This is an optimization exercise on Yosys and OpenROAD, whose aim is small area, a short achievable clock period and few clock cycles per item, not a production implementation. The RTL was checked by simulation tests, not by an equivalence proof against the original design. No activity file was given, so power comes from the tool's default toggle rates.

==> flow/run.sh <==
#!/bin/bash
# Standard layout with a larger setup-repair margin, so that timing repair
# works toward a shorter period than the 11 ns constraint asks for.
bash standard.sh SETUP_SLACK_MARGIN=7.3 finish > standard.log 2>&1
==> standard.sh <==
#!/bin/bash
# synth_recipe.tcl (not shown) runs the flow's synth.tcl, then flattens the netlist and writes it again
# the make line also repeats each setting of config.mk as NAME=value (left out here)
make -C /OpenROAD-flow-scripts/flow DESIGN_CONFIG=/design/flow/config.mk WORK_HOME=/design/flow/orfs CLKGATE_MAP_FILE= SYNTH_SCRIPT=/design/flow/synth_recipe.tcl "${@:-finish}"
==> config.mk <==
export PLATFORM = sky130hd
export DESIGN_NAME = vec_unit
export DESIGN_NICKNAME = vec_unit
export VERILOG_FILES = /design/flow/design.v
export SDC_FILE = /design/flow/constraint.sdc
export NUM_CORES = 4
export LEC_CHECK = 0
export CAP_MARGIN = 20
export CORE_MARGIN = 2
export CORE_UTILIZATION = 45
export CTS_CLUSTER_DIAMETER = 100
export CTS_CLUSTER_SIZE = 20
export PLACE_DENSITY = 0.62
export SLEW_MARGIN = 20
==> constraint.sdc <==
create_clock -name core_clock -period 11.0 [get_ports {clk_i}]
set_input_delay 2.2000 -clock core_clock [delete_from_list [all_inputs] [get_ports {clk_i}]]
set_output_delay 2.2000 -clock core_clock [all_outputs]
set_load 0.01 [all_outputs]
==> design.v <==
package vec_cfg_pkg;
  localparam int unsigned ELEN = 32;
  localparam int unsigned VLMAX = 8;
  localparam int unsigned NR_VREGS = 8;
  localparam int unsigned VREG_IDX_W = 3;
  localparam int unsigned VL_W = 4;
  localparam int unsigned RESP_FIFO_DEPTH = 2;
  localparam int unsigned RESP_PTR_W = (RESP_FIFO_DEPTH > 1) ? $clog2(RESP_FIFO_DEPTH) : 1;
  localparam int unsigned RESP_CNT_W = $clog2(RESP_FIFO_DEPTH + 1);
  typedef logic [ELEN-1:0] elem_t;
  typedef logic [VL_W-1:0] vl_t;
  typedef logic [VREG_IDX_W-1:0] vreg_idx_t;
  typedef logic [RESP_PTR_W-1:0] resp_ptr_t;
  typedef logic [RESP_CNT_W-1:0] resp_cnt_t;
endpackage
package vec_isa_pkg;
  typedef enum logic [1:0] {
    KIND_SETVL  = 2'd0,
    KIND_ARITH  = 2'd1,
    KIND_REDSUM = 2'd2,
    KIND_MOVX   = 2'd3
  } insn_kind_e;
  typedef enum logic [2:0] {
    OP_ADD = 3'd0,
    OP_SUB = 3'd1,
    OP_AND = 3'd2,
    OP_OR  = 3'd3,
    OP_XOR = 3'd4,
    OP_MV  = 3'd5
  } alu_op_e;
  typedef struct packed {
    insn_kind_e             kind;
    alu_op_e                op;
    logic [2:0]             vd;
    logic [2:0]             vs1;
    logic [2:0]             vs2;
    logic                   scalar_op;
    logic [16:0]            pad;
  } insn_arith_t;
  typedef struct packed {
    insn_kind_e  kind;
    logic [4:0]  avl;
    logic [24:0] pad;
  } insn_cfg_t;
  typedef union packed {
    insn_arith_t arith;
    insn_cfg_t   cfg;
  } vec_insn_u;
  typedef struct packed {
    vec_insn_u          insn;
    logic [31:0]        rs1;
  } acc_req_t;
  typedef struct packed {
    insn_kind_e             kind;
    alu_op_e                op;
    logic [2:0]             vd;
    logic [2:0]             vs1;
    logic [2:0]             vs2;
    logic                   scalar_op;
    logic [31:0]            scalar;
    logic [3:0]             vl;
  } vec_issue_t;
  typedef struct packed {
    insn_kind_e         kind;
    logic [31:0]        data;
    logic               last;
  } elem_res_t;
  typedef struct packed {
    insn_kind_e         kind;
    logic [31:0]        data;
  } acc_resp_t;
endpackage
module vec_alu (
  input  logic                 sub_i,
  input  logic                 sum_i,
  input  logic                 p_i,
  input  logic                 g_i,
  input  vec_cfg_pkg::elem_t   a_i,
  input  vec_cfg_pkg::elem_t   b_x_i,
  output vec_cfg_pkg::elem_t   res_o
);
  vec_cfg_pkg::elem_t       p0;
  vec_cfg_pkg::elem_t [5:0] gg;
  vec_cfg_pkg::elem_t [5:0] pp;
  vec_cfg_pkg::elem_t       cin;
  vec_cfg_pkg::elem_t       sum;
  assign p0  = a_i ^ b_x_i;
  always_comb begin
    gg[0]    = a_i & b_x_i;
    gg[0][0] = gg[0][0] | (p0[0] & sub_i);
    pp[0]    = p0;
    for (int k = 1; k < 6; k++) begin
      for (int i = 0; i < 32; i++) begin
        if (i >= (1 << (k - 1))) begin
          gg[k][i] = gg[k-1][i] | (pp[k-1][i] & gg[k-1][i - (1 << (k - 1))]);
          pp[k][i] = pp[k-1][i] & pp[k-1][i - (1 << (k - 1))];
        end else begin
          gg[k][i] = gg[k-1][i];
          pp[k][i] = pp[k-1][i];
        end
      end
    end
  end
  assign cin = {gg[5][30:0], sub_i};
  assign sum = p0 ^ cin;
  assign res_o = (sum & {32{sum_i}}) |
                 (p0 & {32{p_i}}) |
                 (gg[0] & {32{g_i}});
endmodule
module vec_unit (
  input  logic                   clk_i,
  input  logic                   rst_n_i,
  input  logic [63:0]            acc_req_i,
  input  logic                   acc_req_valid_i,
  output logic                   acc_req_ready_o,
  output logic [33:0]            acc_resp_o,
  output logic                   acc_resp_valid_o,
  input  logic                   acc_resp_ready_i
);
  localparam int unsigned NE   = vec_cfg_pkg::VLMAX;      
  localparam int unsigned NR   = vec_cfg_pkg::NR_VREGS;   
  localparam int unsigned QD   = 5;                       
  logic [1:0]  in_kind;
  logic [2:0]  in_op;
  logic [2:0]  in_vd;
  logic [2:0]  in_vs1;
  logic [2:0]  in_vs2;
  logic        in_sop;
  logic [4:0]  in_avl;
  logic [31:0] in_rs1;
  logic [3:0]  in_new_vl;
  logic        in_setvl;
  logic        in_arith;
  logic        in_movx;
  assign in_kind   = acc_req_i[63:62];
  assign in_op     = acc_req_i[61:59];
  assign in_vd     = acc_req_i[58:56];
  assign in_vs1    = acc_req_i[55:53];
  assign in_vs2    = acc_req_i[52:50];
  assign in_sop    = acc_req_i[49];
  assign in_avl    = acc_req_i[61:57];
  assign in_rs1    = acc_req_i[31:0];
  assign in_new_vl = (in_avl > 5'd8) ? 4'd8 : in_avl[3:0];
  assign in_setvl  = (in_kind == vec_isa_pkg::KIND_SETVL);
  assign in_arith  = (in_kind == vec_isa_pkg::KIND_ARITH);
  assign in_movx   = (in_kind == vec_isa_pkg::KIND_MOVX);
  logic       ready_q;
  logic [2:0] outst_q;    
  logic [2:0] outst_d;
  logic       accept;
  logic       pop;
  assign acc_req_ready_o = ready_q;
  assign accept          = acc_req_valid_i && ready_q;
  assign pop             = acc_resp_valid_o && acc_resp_ready_i;
  assign outst_d         = outst_q + {2'd0, accept} - {2'd0, pop};
  logic [NE-1:0] vl_therm_q;
  logic [NE-1:0] new_therm;
  always_comb begin
    for (int e = 0; e < NE; e++) begin
      new_therm[e] = (4'(e) < in_new_vl);
    end
  end
  always_ff @(posedge clk_i or negedge rst_n_i) begin
    if (!rst_n_i) begin
      ready_q    <= 1'b1;
      outst_q    <= '0;
      vl_therm_q <= '1;
    end else begin
      outst_q <= outst_d;
      ready_q <= (outst_d < 3'(QD));
      if (accept && in_setvl) begin
        vl_therm_q <= new_therm;
      end
    end
  end
  logic          r_valid;
  logic [1:0]    r_kind;
  logic [NE-1:0] in_lane_on;   
  logic [NE-1:0] r_sub;
  logic [NE-1:0] r_sum;
  logic [NE-1:0] r_p;
  logic [NE-1:0] r_g;
  logic [NE-1:0] r_binc;       
  logic [NR-1:0] r_sel1;       
  logic [NR-1:0] r_sel2;       
  logic [NR-1:0] r_wsel;       
  logic [NE-1:0] r_mask;       
  logic [31:0]   r_rs1;        
  assign in_lane_on = in_arith ? vl_therm_q : '0;
  always_ff @(posedge clk_i or negedge rst_n_i) begin
    if (!rst_n_i) begin
      r_valid <= 1'b0;
      r_wsel  <= '0;
    end else begin
      r_valid <= accept;
      for (int r = 0; r < NR; r++) begin
        r_wsel[r] <= accept && in_arith && (in_vd == 3'(r));
      end
    end
  end
  always_ff @(posedge clk_i) begin
    r_kind <= in_kind;
    for (int e = 0; e < NE; e++) begin
      r_sub[e]  <= in_lane_on[e] && (in_op == vec_isa_pkg::OP_SUB);
      r_sum[e]  <= in_lane_on[e] && ((in_op == vec_isa_pkg::OP_ADD) ||
                                     (in_op == vec_isa_pkg::OP_SUB) ||
                                     (in_op == vec_isa_pkg::OP_MV));
      r_p[e]    <= in_lane_on[e] && ((in_op == vec_isa_pkg::OP_OR) ||
                                     (in_op == vec_isa_pkg::OP_XOR));
      r_g[e]    <= in_lane_on[e] && ((in_op == vec_isa_pkg::OP_AND) ||
                                     (in_op == vec_isa_pkg::OP_OR));
      r_binc[e] <= (in_lane_on[e] && in_sop) || (e == 0 && !in_arith);
    end
    for (int r = 0; r < NR; r++) begin
      r_sel1[r] <= in_arith && !in_sop && (in_vs1 == 3'(r));
      r_sel2[r] <= !in_setvl && !(in_arith && in_op == vec_isa_pkg::OP_MV) &&
                   (in_vs2 == 3'(r));
    end
    if (in_movx) begin
      r_mask <= {{(NE-1){1'b0}}, 1'b1};
    end else begin
      r_mask <= vl_therm_q;
    end
    if (in_setvl) begin
      r_rs1 <= {28'd0, in_new_vl};
    end else if (in_movx) begin
      r_rs1 <= '0;
    end else begin
      r_rs1 <= in_rs1;
    end
  end
  vec_cfg_pkg::elem_t [NR-1:0][NE-1:0] rf_q;
  logic [NR-1:0]                       rf_vld_q;
  logic                        x_valid;
  logic [1:0]                  x_kind;
  vec_cfg_pkg::elem_t [NE-1:0] x_a;      
  vec_cfg_pkg::elem_t [NE-1:0] x_b;      
  logic [NE-1:0]               x_sub;
  logic [NE-1:0]               x_sum;
  logic [NE-1:0]               x_p;
  logic [NE-1:0]               x_g;
  logic [NR-1:0]               x_wsel;   
  logic [NE-1:0]               x_mask;
  logic [NR-1:0][NE-1:0]       x_we;     
  vec_cfg_pkg::elem_t [NE-1:0] res;      
  vec_cfg_pkg::elem_t [NE-1:0] rd1;
  vec_cfg_pkg::elem_t [NE-1:0] rd2;
  logic [NR-1:0][NE-1:0]       g1;
  logic [NR-1:0][NE-1:0]       g2;
  logic [NE-1:0]               f1;       
  logic [NE-1:0]               f2;       
  always_comb begin
    for (int e = 0; e < NE; e++) begin
      f1[e] = 1'b0;
      f2[e] = 1'b0;
      for (int r = 0; r < NR; r++) begin
        g1[r][e] = r_sel1[r] && rf_vld_q[r] && !x_we[r][e];
        g2[r][e] = r_sel2[r] && rf_vld_q[r] && !x_we[r][e] && r_mask[e];
        f1[e]    = f1[e] || (r_sel1[r] && x_we[r][e]);
        f2[e]    = f2[e] || (r_sel2[r] && x_we[r][e] && r_mask[e]);
      end
      rd1[e] = (res[e] & {32{f1[e]}}) | (r_rs1 & {32{r_binc[e]}});
      rd2[e] = (res[e] & {32{f2[e]}});
      for (int r = 0; r < NR; r++) begin
        rd1[e] = rd1[e] | (rf_q[r][e] & {32{g1[r][e]}});
        rd2[e] = rd2[e] | (rf_q[r][e] & {32{g2[r][e]}});
      end
    end
  end
  always_ff @(posedge clk_i or negedge rst_n_i) begin
    if (!rst_n_i) begin
      x_valid <= 1'b0;
      x_wsel  <= '0;
    end else begin
      x_valid <= r_valid;
      x_wsel  <= r_wsel;
    end
  end
  always_comb begin
    for (int r = 0; r < NR; r++) begin
      for (int e = 0; e < NE; e++) begin
        x_we[r][e] = x_wsel[r] && (x_mask[e] || !rf_vld_q[r]);
      end
    end
  end
  always_ff @(posedge clk_i) begin
    x_kind <= r_kind;
    x_mask <= r_mask;
    x_a    <= rd2;
    for (int e = 0; e < NE; e++) begin
      x_b[e] <= rd1[e] ^ {32{r_sub[e]}};
    end
    x_sub  <= r_sub;
    x_sum  <= r_sum;
    x_p    <= r_p;
    x_g    <= r_g;
  end
  for (genvar e = 0; e < NE; e++) begin : gen_lane
    vec_alu i_alu (
      .sub_i (x_sub[e]),
      .sum_i (x_sum[e]),
      .p_i   (x_p[e]),
      .g_i   (x_g[e]),
      .a_i   (x_a[e]),
      .b_x_i (x_b[e]),
      .res_o (res[e])
    );
  end
  always_ff @(posedge clk_i or negedge rst_n_i) begin
    if (!rst_n_i) begin
      rf_vld_q <= '0;
    end else begin
      for (int r = 0; r < NR; r++) begin
        if (x_wsel[r]) begin
          rf_vld_q[r] <= 1'b1;
        end
      end
    end
  end
  always_ff @(posedge clk_i) begin
    for (int r = 0; r < NR; r++) begin
      for (int e = 0; e < NE; e++) begin
        if (x_we[r][e]) begin
          rf_q[r][e] <= res[e];
        end
      end
    end
  end
  function automatic logic [63:0] csa(input logic [31:0] x, input logic [31:0] y,
                                      input logic [31:0] z);
    logic [31:0] s;
    logic [31:0] c;
    s = x ^ y ^ z;
    c = (x & y) | (x & z) | (y & z);
    csa = {c[30:0], 1'b0, s};
  endfunction
  logic [63:0] l1a, l1b, l1c, l2a, l2b, l3a, l4a;
  assign l1a = csa(x_a[0], x_a[1], x_a[2]);
  assign l1b = csa(x_a[3], x_a[4], x_a[5]);
  assign l1c = csa(x_a[6], x_a[7], x_b[0]);
  assign l2a = csa(l1a[31:0], l1a[63:32], l1b[31:0]);
  assign l2b = csa(l1b[63:32], l1c[31:0], l1c[63:32]);
  assign l3a = csa(l2a[31:0], l2a[63:32], l2b[31:0]);
  assign l4a = csa(l3a[31:0], l3a[63:32], l2b[63:32]);
  logic        e2_valid;
  logic [1:0]  e2_kind;
  logic [31:0] e2_s;
  logic [31:0] e2_c;
  logic [33:0] e2_resp;
  always_ff @(posedge clk_i or negedge rst_n_i) begin
    if (!rst_n_i) begin
      e2_valid <= 1'b0;
    end else begin
      e2_valid <= x_valid;
    end
  end
  always_ff @(posedge clk_i) begin
    e2_kind <= x_kind;
    e2_s    <= l4a[31:0];
    e2_c    <= l4a[63:32];
  end
  assign e2_resp[33:32] = e2_kind;
  assign e2_resp[31:0]  = (e2_kind == vec_isa_pkg::KIND_ARITH) ? 32'd0 :
                          (e2_s + e2_c);
  logic [QD-1:0][33:0] q_q;
  logic [QD:0]         q_vld;    
  logic [QD-1:0]       q_vld_q;
  logic [QD:0]         q_prev;   
  assign q_vld            = {1'b0, q_vld_q};
  assign q_prev           = {q_vld_q, 1'b1};
  assign acc_resp_o       = q_q[0];
  assign acc_resp_valid_o = q_vld_q[0];
  always_ff @(posedge clk_i or negedge rst_n_i) begin
    if (!rst_n_i) begin
      q_vld_q <= '0;
    end else begin
      for (int i = 0; i < QD; i++) begin
        if (pop) begin
          q_vld_q[i] <= q_vld[i+1] || (e2_valid && q_vld[i]);
        end else begin
          q_vld_q[i] <= q_vld[i] || (e2_valid && q_prev[i]);
        end
      end
    end
  end
  always_ff @(posedge clk_i) begin
    for (int i = 0; i < QD; i++) begin
      if (pop) begin
        if (i + 1 < QD && q_vld[i+1]) begin
          q_q[i] <= q_q[(i+1) % QD];
        end else begin
          q_q[i] <= e2_resp;
        end
      end else if (!q_vld[i]) begin
        q_q[i] <= e2_resp;
      end
    end
  end
endmodule
==> results of run 1 <==
==> through the flow <==
step	total power [mW]	utilization, %
floorplan	16.8	-
global placement	18.8	47.2
detailed placement	19.0	47.2
CTS	25.7	49.1
global route	26.8	49.5
finish	25.9	49.5
==> routing by layer <==
metal  wire (microns)  part of all wire, %
met1           192000                   36
met2           223000                   42
met3            77500                   15
met4            39700                  7.5
met5              379                0.071
==> report_power, final <==
group / leakage (nW) / switching (mW) / internal (mW)
Clock: 2.45 / 3.82 / 3.10
Combinational: 25.7 / 3.48 / 1.80
Sequential: 27.0 / 0.893 / 12.8
Total: 55.2 / 8.20 / 17.7
==> state kept, by name, indices dropped and copies added (netlist names), 8 cells and up <==
name,count
x_mask,8
e2_c,30
r_sum,8
x_sum,8
rf_vld_q,8
x_g,8
rf_q,2048
r_binc,8
r_sel1,8
r_rs1,32
x_a,256
x_sub,8
x_b,256
x_p,8
vl_therm_q,8
e2_s,32
r_p,8
r_sel2,8
q_q,170
r_g,8
r_mask,8
r_wsel,8
r_sub,8
x_wsel,8
==> area by class of cell <==
cell class / instances / area, sq um
repair inverters: 1 / 8.76
fillers: 26200 / 154000
multi-input cells: 6630 / 54000
repair buffers: 467 / 3620
well taps: 4100 / 5130
diodes: 83 / 208
flip-flops and latches: 2978 / 80800
clock inverters: 17 / 262
inverters: 549 / 2090
clock buffers: 299 / 4900
==> layout by cell type, fill, tap and decap left out, types with 139 or more instances in the layout <==
cell / count
a22o_1: 427
a222oi_1: 439
inv_1: 538
a221oi_1: 442
xnor2_1: 145
fa_1: 214
clkbuf_16: 177
a22oi_1: 1039
a21o_1: 207
nand3_1: 139
a21oi_1: 382
dfxtp_1: 781
nor2_1: 295
buf_4: 371
o2111ai_1: 304
edfxtp_1: 2082
ha_1: 291
xor2_1: 268
o21ai_0: 296
nand2_1: 419
==> logic make-up (layout without fill, tap and decap cells) <==
group,count (synthesis),count (layout),synth area share [%]
buffers and inverters,1348,1333,3.78
and+or+nand+nor,1502,1504,5.23
AOI/OAI and AO/OA,4138,4142,23.3
DFF,2978,2978,58.7
xor gates and xnor gates,423,423,2.69
muxes,38,38,0.287
other,0,83,0
adders and majority gates,523,523,6.01
==> how the worst max path moves through the flow <==
stage | from | end
after global placement | acc_resp_ready_i | ready_q
after detailed placement | acc_resp_ready_i | ready_q
final | ready_q | acc_req_ready_o
after CTS | ready_q | acc_req_ready_o
after global routing | x_sub[7] | rf_q[1272]
after floorplan | acc_resp_ready_i | ready_q
==> what timing repair did <==
item | CTS | global route
cloned | 6 | 1
setup endpoints to repair | 943 | 985
setup buffers | 41 | 44
gates resized for setup | 268 | 141
pin swaps | 59 | 86
hold buffers | 0 | 0
==> reports/qor.csv, run 1 <==
metric,value,unit
met2_usage,46.9,%
grt_setup_unrepaired,true,
dr.pass1.iters,13,
num_rows,203,
core,305000,sq um
fin_area,151000,sq um
synthesis.nets,11500,
cp-end-kind,output pin,
dp_slack,5910,ps
globalRouteOverflowTotal,0,
hold_class,reg -> reg,
post-dp-hpwl,308000,microns
timing.rr.end,x_a[186],
yosys.area.top_type,edfxtp_1,
clockRootBuffer,clkbuf_16,
worstReg2RegStart,x_wsel[0],
crit_fanout,2,
outcome,"complete, no violations",
place_inst,14600,
reg2reg_depth,6,
die_h,557,microns
async_reset_ff_share,1.48,%
ir_drop,0.138,mV
route.detailed.drc,0,
synth_edf_count,2082,
synth_area_leaders,"edfxtp_1, dfxtp_1, a22oi_1",
grt_first_pass_wirelength,744000,microns
portBuffers,86,
final_max_slew_viol_count,0,
skew,86.8,ps
period_minus_slack,3800,ps
vias,108000,
leakage,55.2,nW
crit_family,flip-flops,
crit_chain,buf_6,
cp_slowest_cell,dfstp_2,
clockBufferDepth,4,
cp.required,8800,ps
syn2layout_area_growth,9.82,%
tightest_slew,1350,ps
grt_pass1_vias,104000,
tns,0,ps
power_density,172,nW/um^2
hold_end,e2_kind[1],
max_slew_margin,9.81,%
cts-buffers-inserted,173,
ant_nets,0,
drt-wirelength-per-cell,35.2,microns
syn_inst,11000,
groute.usage.overall,33.0,%
worstHoldPathCells,0,
max_stage_delay,540,ps
met3_usage,12.1,%
antenna_found_initial,38,
ys_top_cells_by_count,"edfxtp_1, a22oi_1, dfxtp_1, clkbuf_1, inv_1",
via_per_inst,7.14,
fin_nets,11400,
postPlaceCellArea,144000,sq um
rrSetupSlack,7230,ps
synth-seq-cells,2978,
fin_ws,7200,ps
fin_hold_ws,313,ps
ys_seq_area_share,58.7,%
die_area,310000,sq um
setup_viol,0,
netlist_area,138000,sq um
ys_types,99,
critical_path_depth,1,
critPathBufInv,1,
maxCapViolations,0,
drive_gt1_share,10.4,%
die_width,557,microns
wl,532000,microns
avgSynthCellArea,12.6,sq um
synth_top_cell_area_share,45.5,%
use_met1,41.6,%
cts_tree,done,
cp-start-kind,register,
cp.arrival,1600,ps
clock_sinks,2978,
htree_levels,4,
drt_first_iter_violations,20100,
finalHoldViolCount,0,
path_clk_slew,80,ps
clock_latency,940,ps
start_util,45.1,%
hold_start,x_kind[1],
top_usage_layer,met2,
ios,104,
fmax,0.263,GHz
min_period_over_period,34.6,%
synthFlopType,edfxtp_1,
ys_warn_count,2,
yosysMostFrequentCell,edfxtp_1,
path_class,reg -> out,
gp_congestion,0.987,
grt_max_degree,63,
final-instance-count-excl-fill,15100,
Testbench counts, summed over its fixed seeds: cycles 3,232, insns 3,200.
==> run 2, diff against run 1 <==
--- a/design.v
+++ b/design.v
@@ -164,3 +164,3 @@
     if (!rst_n_i) begin
-      ready_q    <= 1'b1;
+      ready_q    <= 1'b0;
       outst_q    <= '0;
--- a/config.mk
+++ b/config.mk
@@ -9,6 +9,5 @@
 export CORE_MARGIN = 2
-export CORE_UTILIZATION = 45
+export CORE_UTILIZATION = 40
 export CTS_CLUSTER_DIAMETER = 100
 export CTS_CLUSTER_SIZE = 20
-export PLACE_DENSITY = 0.62
 export SLEW_MARGIN = 20
==> run 2 against run 1 <==
Net effect:
- still clean
- combinational power about the same
- total power decreased by 0.23%
- design area increased by 0.40%
- core utilization decreased by 5.3 points
- via count increased by 0.13%
- largest cell class unchanged
==> reports/qor.csv, run 2 <==
metric,value,unit
period_minus_slack,3760,ps
reg.largest.list,"rf_q: 2048 flops, x_a: 256 flops, x_b: 256 flops",
cp-end-kind,register,
critPathBufInv,1,
syn_inst,11000,
synthFlopType,edfxtp_1,
crit_family,compound AO/OA/AOI/OAI gates,
ys_types,99,
clockRootBuffer,clkbuf_16,
drt_first_iter_violations,18900,
start_util,40.1,%
fmax,0.266,GHz
avgSynthCellArea,12.6,sq um
synth-seq-cells,2978,
crit_fanout,3,
crit_chain,"fa_2, fa_2, a211o_1, a2111oi_4, o211ai_1, a31oi_4, o41ai_4, a31oi_2, xnor2_1, a222oi_1, buf_4, o21ai_2, xor2_1",
final_max_slew_viol_count,0,
yosys.area.top_type,edfxtp_1,
core,343000,sq um
globalRouteOverflowTotal,0,
grt_max_degree,63,
tns,0,ps
cts-buffers-inserted,173,
path_clk_slew,90,ps
max_slew_margin,13.3,%
fin_nets,11400,
clock_latency,940,ps
ir_drop,0.141,mV
gp_congestion,0.983,
dp_slack,5890,ps
clockBufferDepth,4,
die_h,590,microns
ys_top_cells_by_count,"edfxtp_1, a22oi_1, dfxtp_1, clkbuf_1, inv_1",
cp.required,11770,ps
route.detailed.drc,0,
final_cell_mix,"edfxtp_1, a22oi_1, dfxtp_1, inv_1, a221oi_1",
cp_slowest_cell,fa_2,
die_area,349000,sq um
largest_reg_flops,2048,
antenna_found_initial,38,
skew,84.2,ps
hold_class,reg -> reg,
portBuffers,86,
max_stage_delay,420,ps
layout_commonest_cell,edfxtp_1,
drive_gt1_share,10.7,%
ios,104,
async_reset_ff_share,1.48,%
path_class,reg -> reg,
cts_tree,done,
syn2layout_area_growth,10.3,%
yosysMostFrequentCell,edfxtp_1,
synthesis.nets,11500,
power_density,171,nW/um^2
grt_pass1_vias,105000,
vias,108000,
ctsHoldBuffers,0,
place_inst,15100,
finalHoldViolCount,0,
ys_warn_count,2,
fillerInstances,30900,
grt_first_pass_wirelength,752000,microns
via_per_inst,6.94,
maxCapViolations,0,
setup_viol,0,
fin_ws,7240,ps
regMostFlops,rf_q,
grt_setup_unrepaired,true,
synth_area_leaders,"edfxtp_1, dfxtp_1, a22oi_1",
cp.arrival,4530,ps
post-dp-hpwl,310000,microns
cp-start-kind,register,
htree_levels,4,
ant_nets,0,
crit_top_cell,fa_2,
clock_sinks,2978,
drt-wirelength-per-cell,34.6,microns
netlist_area,138000,sq um
synth_top_cell_area_share,45.5,%
die_width,590,microns
dr.pass1.iters,12,
wl,538000,microns
leakage,55.2,nW
min_period_over_period,34.2,%
final-instance-count-excl-fill,15600,
groute.usage.overall,29.6,%
ys_seq_area_share,58.7,%
tightest_slew,1300,ps
synth_edf_count,2082,
num_rows,215,
outcome,"complete, no violations",
-- run 2: layer usage --
metal  GRT usage [%]  part of all wire (%)  vias up
li1                -                     -    43800
met1            37.4                    36    53500
met2            42.4                    42     9014
met3            10.6                    15     1811
met4            20.4                   7.0       24
met5               0                 0.047        -
-- run 2: cells by family (layout without fill, tap and decap cells) --
kind of cell	after synthesis	in the layout	synth area share (%)
XOR/XNOR	423	423	2.69
buffers and inverters	1348	1346	3.78
other	0	70	0
multiplexers	38	38	0.287
adder cells (fa/ha/maj)	523	523	6.01
AND/OR/NAND/NOR	1502	1504	5.23
flip-flops	2978	2978	58.7
AO/OA/AOI/OAI	4138	4141	23.3
-- run 2: path summary, 6_finish.rpt --
kind,startpoint,to,slack (ps),cells past startpoint
setup reg to reg,x_a[224],x_b[248],7240,13
min in group asynchronous,rst_n_i,q_vld_q[1],1420,2
hold reg to reg,r_sum[0],x_sum[0],330,0
setup / recovery,x_a[224],x_b[248],7240,13
hold / removal,r_sum[0],x_sum[0],330,0
max in group asynchronous,rst_n_i,rf_vld_q[5],8980,2
-- run 2: area by class of cell --
class / count / area (sq um) / share of cell area, %
flip-flops and latches: 2978 / 80800 / 53.3
clock inverters: 16 / 236 / 0.156
multi-input cells: 6629 / 54000 / 35.6
clock buffers: 298 / 4870 / 3.21
inverters: 549 / 2090 / 1.38
diodes: 70 / 175 / 0.116
well taps: 4557 / 5700 / 3.76
repair buffers: 482 / 3750 / 2.48
repair inverters: 1 / 8.76 / 0.00578
-- run 2: report_power, final --
part / switching, mW / internal [mW]
clock network: 3.81 / 3.06
registers: 0.873 / 12.8
logic: 3.50 / 1.79
total: 8.18 / 17.7
-- run 2: per-stage QoR --
stage,util [%],instance area (sq um),hold WS (ps),power [mW]
2_1_floorplan,-,138000,310,16.8
3_5_place_dp,42.2,145000,313,19.0
6_report,44.3,152000,331,25.9
3_3_place_gp,42.2,145000,310,18.8
5_1_grt,44.2,152000,339,26.8
4_1_cts,43.9,150000,331,25.7
-- run 2: repair_timing --
item | 4_1_cts | 5_1_grt
setup endpoints to repair | 1009 | 1013
resized for setup | 278 | 152
cloned | 5 | 1
pin swaps | 68 | 89
setup buffers | 48 | 42
Testbench counts of run 2, summed over its fixed seeds: cycles 3,232, insns 3,200.
==> run 3, diff against run 2 <==
--- a/config.mk
+++ b/config.mk
@@ -13 +13,2 @@
 export SLEW_MARGIN = 20
+export SYNTH_HIERARCHICAL = 1
==> run 3 against run 2 <==
Net effect:
- still clean on timing, DRC and antenna
- non-clock buffer count did not move
- combinational power rose by 27%
- core utilization fell by 0.16 points
- sequential share of layout area fell by 0.78 points
- design area rose by 1.4%
- synthesized cell count rose by 7.8%
- critical path type is now in -> reg
- largest power group unchanged
- highest routed layer unchanged
==> reports/qor.csv, run 3 <==
metric,value,unit
num_rows,217,
p_total,27.7,mW
via_per_inst,6.88,
drt_first_iter_violations,20300,
netlist_area,140000,sq um
cts-buffers-inserted,178,
power_density,180,nW/um^2
synth_edf_count,2082,
avgSynthCellArea,11.9,sq um
synth-seq-cells,2978,
final_max_slew_viol_count,0,
cp-start-kind,input pin,
start_util,40.1,%
cp-end-kind,register,
grt_pass1_vias,107000,
reg.largest.list,"rf_q: 2048 flops, x_a: 256 flops, x_b: 256 flops",
syn2layout_area_growth,9.89,%
dr.pass1.iters,12,
globalRouteOverflowTotal,0,
ant_nets,0,
worstReg2RegStart,x_a[166],
crit_path_start,acc_req_valid_i,
endpoint,ready_q,
fin_nets,12200,
post-dp-hpwl,332000,microns
leakage,53.8,nW
portBuffers,86,
ctsHoldBuffers,0,
drt-wirelength-per-cell,34.1,microns
largest_reg_flops,2048,
fmax,0.269,GHz
synthFlopType,edfxtp_1,
tightest_slew,1300,ps
synthesis.nets,12400,
ys_top_cells_by_count,"edfxtp_1, a22oi_1, nand2_1, dfxtp_1, clkbuf_1",
clockRootBuffer,clkbuf_16,
timing.rr.end,x_b[185],
yosys.area.top_type,edfxtp_1,
die_area,355000,sq um
clock_sinks,2978,
async_reset_ff_share,1.48,%
max_slew_margin,13.0,%
skew,80.8,ps
wl,559000,microns
fin_hold_ws,331,ps
cp.arrival,4500,ps
clockBufferDepth,4,
clock_latency,940,ps
crit_fanout,2,
maxCapViolations,0,
outcome,"complete, no violations",
die_h,596,microns
antenna_found_initial,42,
regMostFlops,rf_q,
cts_tree,done,
yosysMostFrequentCell,edfxtp_1,
ys_types,80,
synth_top_cell_area_share,44.7,%
min_period_over_period,33.8,%
synth_area_leaders,"edfxtp_1, dfxtp_1, a22oi_1",
final_cell_mix,"edfxtp_1, a22oi_1, nand2_1, dfxtp_1, a21oi_1",
hold_class,reg -> reg,
path_class,in -> reg,
grt_setup_unrepaired,true,
syn_inst,11800,
gp_congestion,0.984,
ys_seq_area_share,57.6,%
route.detailed.drc,0,
drive_gt1_share,9.58,%
finalHoldViolCount,0,
path_clk_slew,90,ps
reg2reg_depth,10,
ir_drop,0.199,mV
groute.usage.overall,30.2,%
grt_first_pass_wirelength,780000,microns
tns,0,ps
fillerInstances,31500,
core,349000,sq um
setup_viol,0,
vias,113000,
layout_commonest_cell,edfxtp_1,
cp.required,11780,ps
grt_max_degree,70,
period_minus_slack,3720,ps
ys_warn_count,8,
rrSetupSlack,7310,ps
ios,104,
die_width,596,microns
htree_levels,4,
-- run 3: changes by cell type after synthesis, sizes merged, moves of 93 or more --
cell,change
nand2,+577
a21o,-93
xor2,-236
a21oi,+301
nand3,+174
nand4,+199
xnor2,+128
o2111ai,-308
a222oi,-159
inv,-146
-- run 3: Yosys stat by module, one instance, submodules excluded --
module | copies in the design | area (sq um) | cells inside | flops+latches
vec_unit | 1 | 121000 | 8819 | 2978
vec_alu | 8 | 2370 | 373 | 0
-- run 3: repair_timing --
item / in CTS / in global routing
pin swaps: 25 / 9
resized for setup: 243 / 86
buffers inserted: 49 / 11
gates cloned: 2 / 0
endpoints found under the setup margin: 561 / 339
-- run 3: worst min-delay path by stage --
stage	startpoint	to	cells past startpoint
finish	r_g[7]	x_g[7]	0
global route	r_g[2]	x_g[2]	0
CTS	r_g[7]	x_g[7]	0
detailed placement	r_sum[0]	x_sum[0]	0
global placement	r_p[6]	x_p[6]	0
floorplan	x_kind[0]	e2_kind[0]	0
-- run 3: area by class of cell --
class / count / area [sq um] / area share, %
Tap cell: 4599 / 5750 / 3.74
Sequential cell: 2978 / 80800 / 52.5
Inverter: 399 / 1500 / 0.975
Clock inverter: 14 / 173 / 0.112
Antenna cell: 54 / 135 / 0.0878
Clock buffer: 306 / 5000 / 3.25
Multi-Input combinational cell: 7578 / 56800 / 36.9
Timing Repair Buffer: 482 / 3710 / 2.41
-- run 3: metal layers --
metal | vias to the layer above | track usage [%] | wire, microns
met5 | - | 0.406 | 294
met4 | 12 | 19.4 | 39200
met3 | 1841 | 10.6 | 78600
met2 | 9049 | 43.9 | 237000
met1 | 55900 | 38.0 | 204000
li1 | 46200 | - | -
-- run 3: critical path: stages --
cell and delay [ps]:
clkdlybuf4s50_1 660, nand2_1 410, ha_4 420, inv_2 40
ha_4 140, fa_2 330, xnor2_1 200, o21ai_1 90
-- run 3: kinds of logic after synthesis --
family	Yosys count	synth area share, %
xor gates and xnor gates	315	1.97
adders and majority gates	523	5.91
DFF	2978	57.6
muxes	80	0.593
AOI/OAI and AO/OA	4112	22.0
buffers and inverters	1249	3.45
and+or+nand+nor	2546	8.46
-- run 3: metrics by stage --
| step | util (%) | setup slack [ps] | instances | area, sq um |
|---|---|---|---|---|
| 2_1_floorplan | - | 7290 | 11800 | 140000 |
| 3_3_place_gp | 42.2 | 5850 | 16000 | 147000 |
| 3_5_place_dp | 42.2 | 5840 | 16000 | 147000 |
| 4_1_cts | 43.9 | 7240 | 16300 | 153000 |
| 5_1_grt | 44.1 | 7240 | 16400 | 154000 |
| 6_report | 44.1 | 7280 | 16400 | 154000 |
-- run 3: where the power goes --
group	internal [mW]	switching (mW)	leakage, nW
clock	3.13	3.82	2.47
combinational	2.25	4.45	23.4
sequential	13.0	1.07	28.0
==> run 4, diff against run 3 <==
==> flow/run.sh (replaced) <==
#!/bin/bash
# Standard layout with a larger setup-repair margin, so that timing repair
# works toward a shorter period than the 11 ns constraint asks for.
bash standard.sh SETUP_SLACK_MARGIN=7.6 finish > standard.log 2>&1
--- a/config.mk
+++ b/config.mk
@@ -13,2 +13 @@
 export SLEW_MARGIN = 20
-export SYNTH_HIERARCHICAL = 1
==> run 4 against run 3 <==
Net effect:
- still clean on timing, DRC and antenna
- synthesized area shrank 1.7%
- cell count down 4.1%
- worst hold slack lost 9.1 ps
- via count down 3.0%
- fmax rose by 0.27%
- clock power about the same
- die area fell by 1.7%
- core utilization increased by 1.1 points
- critical path type is now reg -> out
- largest power group unchanged
==> reports/qor.csv, run 4 <==
metric,value,unit
drt-wirelength-per-cell,34.6,microns
ios,104,
path_clk_slew,100,ps
path_class,reg -> out,
internal_power,17.8,mW
crit_family,flip-flops,
reg.largest.list,"rf_q: 2048 flops, x_a: 256 flops, x_b: 256 flops",
fmax,0.269,GHz
htree_levels,4,
grt_max_degree,58,
globalRouteOverflowTotal,0,
gp_congestion,0.972,
cts_tree,done,
p_sw,8.30,mW
min_period_over_period,33.7,%
clockBufferDepth,4,
ant_nets,0,
yosys.area.top_type,edfxtp_1,
synth-seq-cells,2978,
period_minus_slack,3710,ps
ctsHoldBuffers,0,
tightest_slew,1210,ps
swShare,31.8,%
pwr-share-comb,21.1,%
synthesis.nets,11500,
async_reset_ff_share,1.48,%
postPlaceCellArea,145000,sq um
endpoint,acc_resp_o[23],
critical_path_depth,1,
cp-end-kind,output pin,
avgSynthCellArea,12.6,sq um
regMostFlops,rf_q,
dr.pass1.iters,13,
start_util,40.1,%
ys_top_cells_by_count,"edfxtp_1, a22oi_1, dfxtp_1, clkbuf_1, inv_1",
groute.usage.overall,29.8,%
ys_types,99,
synth_edf_count,2082,
die_area,349000,sq um
skew,94.1,ps
synth_area_leaders,"edfxtp_1, dfxtp_1, a22oi_1",
grt_pass1_vias,105000,
synth_top_cell_area_share,45.5,%
cp.required,8800,ps
syn_inst,11000,
power_density,169,nW/um^2
fin_nets,11600,
final_cell_mix,"edfxtp_1, a22oi_1, dfxtp_1, inv_1",
die_h,590,microns
final_max_slew_viol_count,0,
critPathBufInv,1,
drt-met1-wl,199000,microns
leakage,56.4,nW
ys_warn_count,2,
hold_class,reg -> reg,
vias,110000,
core,343000,sq um
synthFlopType,edfxtp_1,
crit_chain,buf_2,
reg2reg_depth,13,
pwr-share-seq,52.3,%
cp_slowest_cell,edfxtp_1,
finalHoldViolCount,0,
antenna_found_initial,37,
clockRootBuffer,clkbuf_16,
highest_layer,met5,
wl,545000,microns
num_rows,215,
max_stage_delay,420,ps
outcome,"complete, no violations",
portBuffers,86,
grt_first_pass_wirelength,755000,microns
grt_setup_unrepaired,true,
wl_met3,79500,microns
crit_path_start,q_q[23],
p_clk_share,26.6,%
clock_sinks,2978,
drive_gt1_share,13.7,%
via_per_inst,6.96,
layout_commonest_cell,edfxtp_1,
largest_reg_flops,2048,
setup_viol,0,
fin_area,155000,sq um
timing.rr.end,rf_q[244],
drt_first_iter_violations,20200,
worstReg2RegStart,x_b[224],
die_width,590,microns
syn2layout_area_growth,12.5,%
ys_seq_area_share,58.7,%
cts-buffers-inserted,174,
route.detailed.drc,0,
ir_drop,0.127,mV
tns,0,ps
yosysMostFrequentCell,edfxtp_1,
wl_met2,231000,microns
maxCapViolations,0,
netlist_area,138000,sq um
crit_fanout,1,
cp-start-kind,register,
max_slew_margin,19.3,%
rrSetupSlack,7350,ps
post-dp-hpwl,310000,microns
cp.arrival,1510,ps
clock_latency,970,ps
run 4: worst min path at each step:
stage          startpoint    endpoint  slack, ps  cells past startpoint
2_1_floorplan   x_kind[0]  e2_kind[0]        310                      0
3_3_place_gp       r_p[5]      x_p[5]        310                      0
3_5_place_dp       r_g[5]      x_g[5]        310                      0
4_1_cts            r_g[5]      x_g[5]        330                      0
5_1_grt          r_sum[7]    x_sum[7]        340                      0
6_report        r_wsel[2]   x_wsel[2]        320                      0
run 4: final cells by class:
cell class | count | area, sq um
Timing Repair inverter | 1 | 8.76
Antenna cell | 82 | 205
Sequential cell | 2978 | 80900
Multi-Input combinational cell | 6644 | 55600
Fill cell | 30500 | 188000
Tap cell | 4557 | 5700
Clock inverter | 16 | 211
Inverter | 549 | 2130
Timing Repair Buffer | 612 | 5070
Clock buffer | 303 | 4920
run 4: per-stage QoR:
step / utilization [%] / worst slack [ps] / hold WS (ps) / power, mW / cells
3_3_place_gp: 42.3 / 5920 / 313 / 18.8 / 15100
6_report: 45.1 / 7290 / 322 / 26.1 / 15700
5_1_grt: 45.1 / 7200 / 340 / 27.1 / 15700
3_5_place_dp: 42.3 / 5920 / 314 / 19.0 / 15100
2_1_floorplan: - / 7160 / 310 / 16.8 / 11000
4_1_cts: 44.4 / 7230 / 333 / 25.8 / 15600
run 4: logic make-up after synthesis:
| logic type | synth area share (%) |
|---|---|
| XOR/XNOR | 2.69 |
| AO/OA/AOI/OAI | 23.3 |
| multiplexers | 0.287 |
| buffers and inverters | 3.78 |
| adder cells (fa/ha/maj) | 6.01 |
| AND/OR/NAND/NOR | 5.23 |
| flip-flops | 58.7 |
run 4: what timing repair did:
action	in CTS	in global routing
endpoints found under the setup margin	1741	1389
hold endpoints to repair	0	0
buffers inserted	119	90
pin swaps	163	209
resized for setup	485	329
gates cloned	13	9
run 4: routing by layer:
layer	track usage [%]	vias up
met5	0.657	-
met4	18.9	14
met3	10.6	1854
met2	43.0	9336
met1	37.8	54300
li1	-	44100
run 4: power by group through the flow:
| stage | sequential, mW | clock, mW | combinational (mW) |
|---|---|---|---|
| global route | 13.7 | 7.39 | 5.96 |
| floorplan | 13.4 | 0 | 3.42 |
| CTS | 13.6 | 7.02 | 5.18 |
| detailed placement | 13.9 | 0 | 5.05 |
| finish | 13.7 | 6.95 | 5.51 |
| global placement | 13.9 | 0 | 4.95 |
==> run 5, diff against run 4 <==
--- a/config.mk
+++ b/config.mk
@@ -13 +13,2 @@
 export SLEW_MARGIN = 20
+export SYNTH_HIERARCHICAL = 1
==> run 5 against run 4 <==
Net effect:
- still clean on timing, DRC and antenna
- non-clock buffer count is 75 lower
- sequential share of layout area is 0.11 points lower
- wire length is 2.7% higher
- combinational power is 23% higher
- sequential power is 3% higher
- synthesized cell count is 7.8% higher
- synthesized area is 1.8% higher
- setup slack better by 9.4 ps
- worst hold slack better by 9.5 ps
- fmax is 0.25% higher
- largest power group unchanged
==> reports/qor.csv, run 5 <==
metric,value,unit
cts_tree,done,
hold_class,reg -> reg,
yosysMostFrequentCell,edfxtp_1,
ios,104,
start_util,40.1,%
globalRouteOverflowTotal,0,
hold_start,r_g[2],
post-dp-hpwl,329000,microns
timing.rr.end,x_b[0],
final-instance-count-excl-fill,16500,
dr.pass1.iters,17,
clockBufferDepth,4,
synthesis.nets,12400,
synth-xor-area-share,1.97,%
synth_top_family_by_area,compound AO/OA/AOI/OAI gates,
worstReg2RegStart,r_sel1[5],
hold_end,x_g[2],
ys_seq_area_share,57.6,%
worstHoldPathCells,0,
groute.usage.overall,30.1,%
synthMuxAreaShare,0.593,%
synth-seq-cells,2978,
regMostFlops,rf_q,
min_period_over_period,33.7,%
cp.arrival,1500,ps
setup_viol,0,
p_sw,9.36,mW
grt_first_pass_wirelength,780000,microns
power_density,179,nW/um^2
crit_path_start,q_q[29],
largest_reg_flops,2048,
drt-wirelength-per-cell,34.0,microns
skew,51.7,ps
gp_congestion,0.957,
drive_gt1_share,11.3,%
clock_latency,930,ps
vias,114000,
grt_pass1_vias,107000,
ant_nets,0,
max_stage_delay,460,ps
max_slew_margin,16.9,%
synth-compound-area-share,22.0,%
crit_fanout,1,
pwr-share-seq,50.7,%
route.detailed.drc,0,
synth_area_leaders,"edfxtp_1, dfxtp_1, a22oi_1",
tightest_slew,1250,ps
critPathBufInv,1,
grt_max_degree,72,
synth_edf_count,2082,
num_rows,217,
die_area,355000,sq um
path_class,reg -> out,
clockRootBuffer,clkbuf_16,
internal_power,18.4,mW
cts-buffers-inserted,172,
synthAdderAreaFrac,5.91,%
cp.required,8800,ps
core,349000,sq um
rrSetupSlack,7460,ps
maxCapViolations,0,
avgSynthCellArea,11.9,sq um
die_width,596,microns
synth_top_cell_area_share,44.7,%
reg.largest.list,"rf_q: 2048 flops, x_a: 256 flops, x_b: 256 flops",
pwr-share-comb,24.4,%
crit_family,flip-flops,
via_per_inst,6.90,
ctsHoldBuffers,0,
fin_nets,12300,
fin_area,155000,sq um
layout_commonest_cell,edfxtp_1,
portBuffers,86,
syn_inst,11800,
ys_warn_count,8,
postPlaceCellArea,147000,sq um
ys_types,80,
outcome,"complete, no violations",
yosys.area.top_type,edfxtp_1,
async_reset_ff_share,1.48,%
die_h,596,microns
p_clk_share,24.8,%
netlist_area,140000,sq um
clock_sinks,2978,
fmax,0.270,GHz
cp-end-kind,output pin,
htree_levels,4,
cp_slowest_cell,edfxtp_1,
ys_top_cells_by_count,"edfxtp_1, a22oi_1, nand2_1, dfxtp_1, clkbuf_1",
final_cell_mix,"edfxtp_1, a22oi_1, nand2_1, dfxtp_1, a21oi_1",
ir_drop,0.199,mV
tns,0,ps
leakage,54.4,nW
drt_first_iter_violations,20300,
grt_setup_unrepaired,true,
cp-start-kind,register,
place_inst,16000,
final_max_slew_viol_count,0,
wl,560000,microns
crit_chain,buf_6,
syn2layout_area_growth,10.7,%
swShare,33.8,%
finalHoldViolCount,0,
period_minus_slack,3700,ps
yosys.area_share.simple,8.46,%
synthFlopType,edfxtp_1,
antenna_found_initial,49,
reg2reg_depth,9,
p_total,27.7,mW
path_clk_slew,90,ps
==> run 5: cell families after synthesis <==
logic type / count (synthesis)
AOI/OAI and AO/OA: 4112
DFF: 2978
and+or+nand+nor: 2546
buffers and inverters: 1249
adders and majority gates: 523
xor gates and xnor gates: 315
muxes: 80
==> run 5: timing repair <==
item,4_1_cts,5_1_grt
buffers inserted,67,49
cloned,3,3
endpoints found under the setup margin,1332,565
pin swaps,57,92
hold endpoints to repair,0,0
resized for setup,379,189
==> run 5: per-module statistics from Yosys (local to each module, per instance) <==
| module | flops+latches | copies in the design |
|---|---|---|
| vec_unit | 2978 | 1 |
| vec_alu | 0 | 8 |
==> run 5: layout make-up <==
cell class / instances / area, sq um
diodes: 56 / 140
inverters: 399 / 1500
flip-flops and latches: 2978 / 80800
clock inverters: 12 / 151
repair buffers: 537 / 4200
clock buffers: 304 / 4910
fillers: 31300 / 194000
well taps: 4599 / 5750
multi-input cells: 7579 / 57500
==> run 5: metrics by stage <==
step / worst slack, ps / util [%] / hold WS, ps
detailed placement: 5810 / 42.2 / 312
global placement: 5870 / 42.2 / 312
global route: 7280 / 44.4 / 340
floorplan: 7290 / - / 310
finish: 7300 / 44.4 / 331
CTS: 7230 / 44.0 / 333
==> run 5: power groups by stage <==
stage / clock [mW] / combinational [mW] / sequential, mW
after floorplan: 0 / 4.29 / 13.6
after detailed placement: 0 / 6.40 / 14.3
after global placement: 0 / 6.26 / 14.3
after global routing: 7.32 / 7.37 / 14.1
final: 6.88 / 6.78 / 14.1
after CTS: 6.95 / 6.51 / 14.0
==> run 5: how the worst max path moves through the flow <==
stage / endpoint / cells past startpoint
after floorplan: ready_q / 9
final: acc_resp_o[29] / 1
after global routing: acc_resp_o[18] / 1
after detailed placement: q_q[67] / 6
after CTS: acc_resp_o[18] / 1
after global placement: q_q[135] / 7
==> run 5: per-layer routing <==
metal / GRT usage [%] / wire [microns] / vias to the layer above
li1: - / - / 46300
met1: 38.0 / 203000 / 56100
met2: 44.2 / 239000 / 9333
met3: 10.2 / 79500 / 1934
met4: 19.2 / 37700 / 18
met5: 0.527 / 368 / -
==> run 6, diff against run 5 <==
==> run.sh (new file) <==
#!/bin/bash
# synth_recipe.tcl (not shown) runs the flow's synth.tcl, then flattens the netlist and writes it again
# the make line also repeats each setting of config.mk as NAME=value (left out here)
make -C /OpenROAD-flow-scripts/flow DESIGN_CONFIG=/design/flow/config.mk WORK_HOME=/design/flow/orfs CLKGATE_MAP_FILE= SYNTH_SCRIPT=/design/flow/synth_recipe.tcl finish
--- a/config.mk
+++ b/config.mk
@@ -12,3 +12,3 @@
 export CTS_CLUSTER_SIZE = 20
+export SETUP_SLACK_MARGIN = 5
 export SLEW_MARGIN = 20
-export SYNTH_HIERARCHICAL = 1
removed: flow/run.sh
removed: standard.sh
==> run 6 against run 5 <==
Net effect:
- still clean
- non-clock buffer count down 137
- die area down 1.7%
- sequential share of layout area up 1.7 points
- critical path depth up 10
- first-iteration DRC count down 3.6%
- combinational power down 21%
- global-route usage down 0.37 points
- wire length down 3.7%
- core utilization down 0.67 points
- synthesized cell count down 7.2%
- clock skew up 40 ps
- largest cell class unchanged
- highest routed layer unchanged
==> reports/qor.csv, run 6 <==
metric,value,unit
cp_slowest_cell,o21ai_0,
max_slew_margin,15.2,%
p_total,25.9,mW
crit_path_start,x_a[96],
path_clk_slew,90,ps
highest_layer,met5,
path_class,reg -> reg,
die_h,590,microns
route.detailed.drc,0,
gp_congestion,0.972,
crit_chain,"fa_1, fa_1, a211oi_2, o21ai_1, a211o_1, a31oi_2, o21ai_0, a211oi_1, o21ai_0, xnor2_1, o21ai_0",
reg.largest.list,"rf_q: 2048 flops, x_a: 256 flops, x_b: 256 flops",
synth-xor-area-share,2.69,%
final_max_slew_viol_count,0,
finalHoldViolCount,0,
setup_viol,0,
dr.pass1.iters,13,
synthMuxAreaShare,0.287,%
wl_met3,82100,microns
antenna_found_initial,27,
yosys.area_share.simple,5.23,%
clock_latency,960,ps
ctsHoldBuffers,0,
synth-seq-cells,2978,
post_cts_buffers,0,
htree_levels,4,
skew,91.2,ps
ir_drop,0.143,mV
outcome,"complete, no violations",
cts_tree,done,
synth-compound-area-share,23.3,%
netlist_area,138000,sq um
grt_max_degree,63,
fmax,0.206,GHz
hold_class,reg -> reg,
min_period_over_period,44.1,%
yosysMostFrequentCell,edfxtp_1,
ys_types,99,
globalRouteOverflowTotal,0,
ctsResizeCount,0,
tns,0,ps
core,343000,sq um
vias,108000,
drt-met1-wl,197000,microns
regMostFlops,rf_q,
synthAdderAreaFrac,6.01,%
grt_pass1_vias,104000,
synth_area_leaders,"edfxtp_1, dfxtp_1, a22oi_1",
largest_reg_flops,2048,
num_rows,215,
fin_nets,11300,
timing.rr.end,rf_q[1660],
cts-buffers-inserted,172,
wl,540000,microns
worstReg2RegStart,x_a[96],
die_area,349000,sq um
worstHoldPathCells,0,
crit_top_cell,o21ai_0,
period_minus_slack,4850,ps
power_density,173,nW/um^2
avgSynthCellArea,12.6,sq um
syn2layout_area_growth,9.02,%
cp.required,11580,ps
endpoint,rf_q[1660],
ys_top_cells_by_count,"edfxtp_1, a22oi_1, dfxtp_1, clkbuf_1, inv_1",
portBuffers,86,
via_per_inst,6.96,
ys_warn_count,2,
groute.usage.overall,29.8,%
crit_fanout,9,
wl_met2,222000,microns
rrSetupSlack,6150,ps
ys_seq_area_share,58.7,%
drt-wirelength-per-cell,34.9,microns
leakage,54.5,nW
drt_first_iter_violations,19600,
syn_inst,11000,
synth_top_family_by_area,compound AO/OA/AOI/OAI gates,
clockRootBuffer,clkbuf_16,
drive_gt1_share,7.88,%
synthFlopType,edfxtp_1,
cp.arrival,5430,ps
ios,104,
ant_nets,0,
post-dp-hpwl,316000,microns
reg2reg_depth,11,
cp-start-kind,register,
die_width,590,microns
synth_top_cell_area_share,45.5,%
start_util,40.1,%
yosys.area.top_type,edfxtp_1,
grt_setup_unrepaired,false,
synth_edf_count,2082,
grt_first_pass_wirelength,753000,microns
final_util,43.8,%
async_reset_ff_share,1.48,%
final_cell_mix,"edfxtp_1, a22oi_1, dfxtp_1, inv_1, a221oi_1",
cp-end-kind,register,
max_stage_delay,810,ps
clockBufferDepth,4,
maxCapViolations,0,
synthesis.nets,11500,
tightest_slew,1270,ps
layout_commonest_cell,edfxtp_1,
clock_sinks,2978,
==> run 6: changes by cell type in the layout (fill, tap and decap cells not counted), sizes merged, moves of 174 or more <==
cell / before / now
o2111ai: 1 / 309
nand3: 314 / 140
nand2: 1007 / 428
nand4: 300 / 101
xor2: 36 / 272
a21oi: 709 / 408
==> run 6: worst min-delay path by stage <==
stage,from,to
after CTS,r_g[6],x_g[6]
after global routing,r_p[6],x_p[6]
after detailed placement,r_g[6],x_g[6]
final,r_p[7],x_p[7]
after floorplan,x_kind[0],e2_kind[0]
after global placement,r_g[5],x_g[5]
==> run 6: power by group <==
group | leakage, nW | switching (mW) | internal, mW
Sequential | 27.0 | 0.867 | 12.8
Combinational | 25.0 | 3.51 | 1.83
Clock | 2.41 | 3.81 | 3.09
==> run 6: critical path: cells and delay by family, from the launching register on <==
| family | cells | cell delay, ps |
|---|---|---|
| xor+xnor | 1 | 160 |
| compound gates | 8 | 2850 |
| fa+ha+maj | 2 | 990 |
| flops | 1 | 450 |
==> run 6: cells by family (layout without fill, tap and decap cells) <==
group	after synthesis	count (layout)
AO/OA/AOI/OAI	4138	4138
AND/OR/NAND/NOR	1502	1502
multiplexers	38	38
XOR/XNOR	423	423
adder cells (fa/ha/maj)	523	523
other	0	50
flip-flops	2978	2978
buffers and inverters	1348	1267
==> run 6: area by class of cell <==
class	count	area, sq um
diodes	50	125
clock buffers	308	4950
clock inverters	10	125
fillers	30900	193000
inverters	549	2060
multi-input cells	6624	53000
flip-flops and latches	2978	80800
well taps	4557	5700
repair buffers	400	3250
==> run 6: per-layer routing <==
layer  global-route usage, %  up-vias
met5                   0.643        -
met4                    19.7       12
met3                    11.0     1853
met2                    42.1     9227
met1                    38.0    53100
li1                        -    43600
==> run 6: per-stage QoR <==
step	instances	hold WS, ps	setup slack, ps	area, sq um
after global placement	15100	313	5770	145000
final	15500	333	6150	150000
after global routing	15400	335	5850	150000
after detailed placement	15100	312	5730	145000
after CTS	15400	332	6290	150000
after floorplan	11000	310	6360	138000

[afterwards: timing with drivers on the ports]
Ports are ideal in the flow. The routed layouts listed here were re-timed in OpenROAD. Step 1, drivers: a clkbuf_16 drives clk_i and a buf_2 each remaining input, both assumed. Step 2 times the ports against the registers' clock, not the clock port: input delays grow and output delays shrink by t, the midpoint of the rising clock arrivals with the driver on. a / b / c = ideal / step 1 / step 2; a / b = the first two.
| run | t (ns) | setup slack, ns | worst data-port slew with drivers (ns) |
|---|---|---|---|
| run 1 | 1.014 | 7.199 / 7.085 / 6.343 | 0.09 |
| run 2 | 1.000 | 7.243 / 7.195 / 6.314 | 0.09 |
| run 3 | 1.015 | 7.278 / 7.189 / 6.352 | 0.19 |
| run 4 | 1.016 | 7.289 / 7.191 / 6.601 | 0.14 |
| run 5 | 1.008 | 7.298 / 7.182 / 6.598 | 0.19 |
| run 6 | 1.009 | 6.147 / 6.147 / 5.730 | 0.10 |
After both steps every run listed still meets setup and hold. For run 2, which loses most, drivers alone change the setup slack by -0.048 ns; drivers and shift together by -0.929 ns.
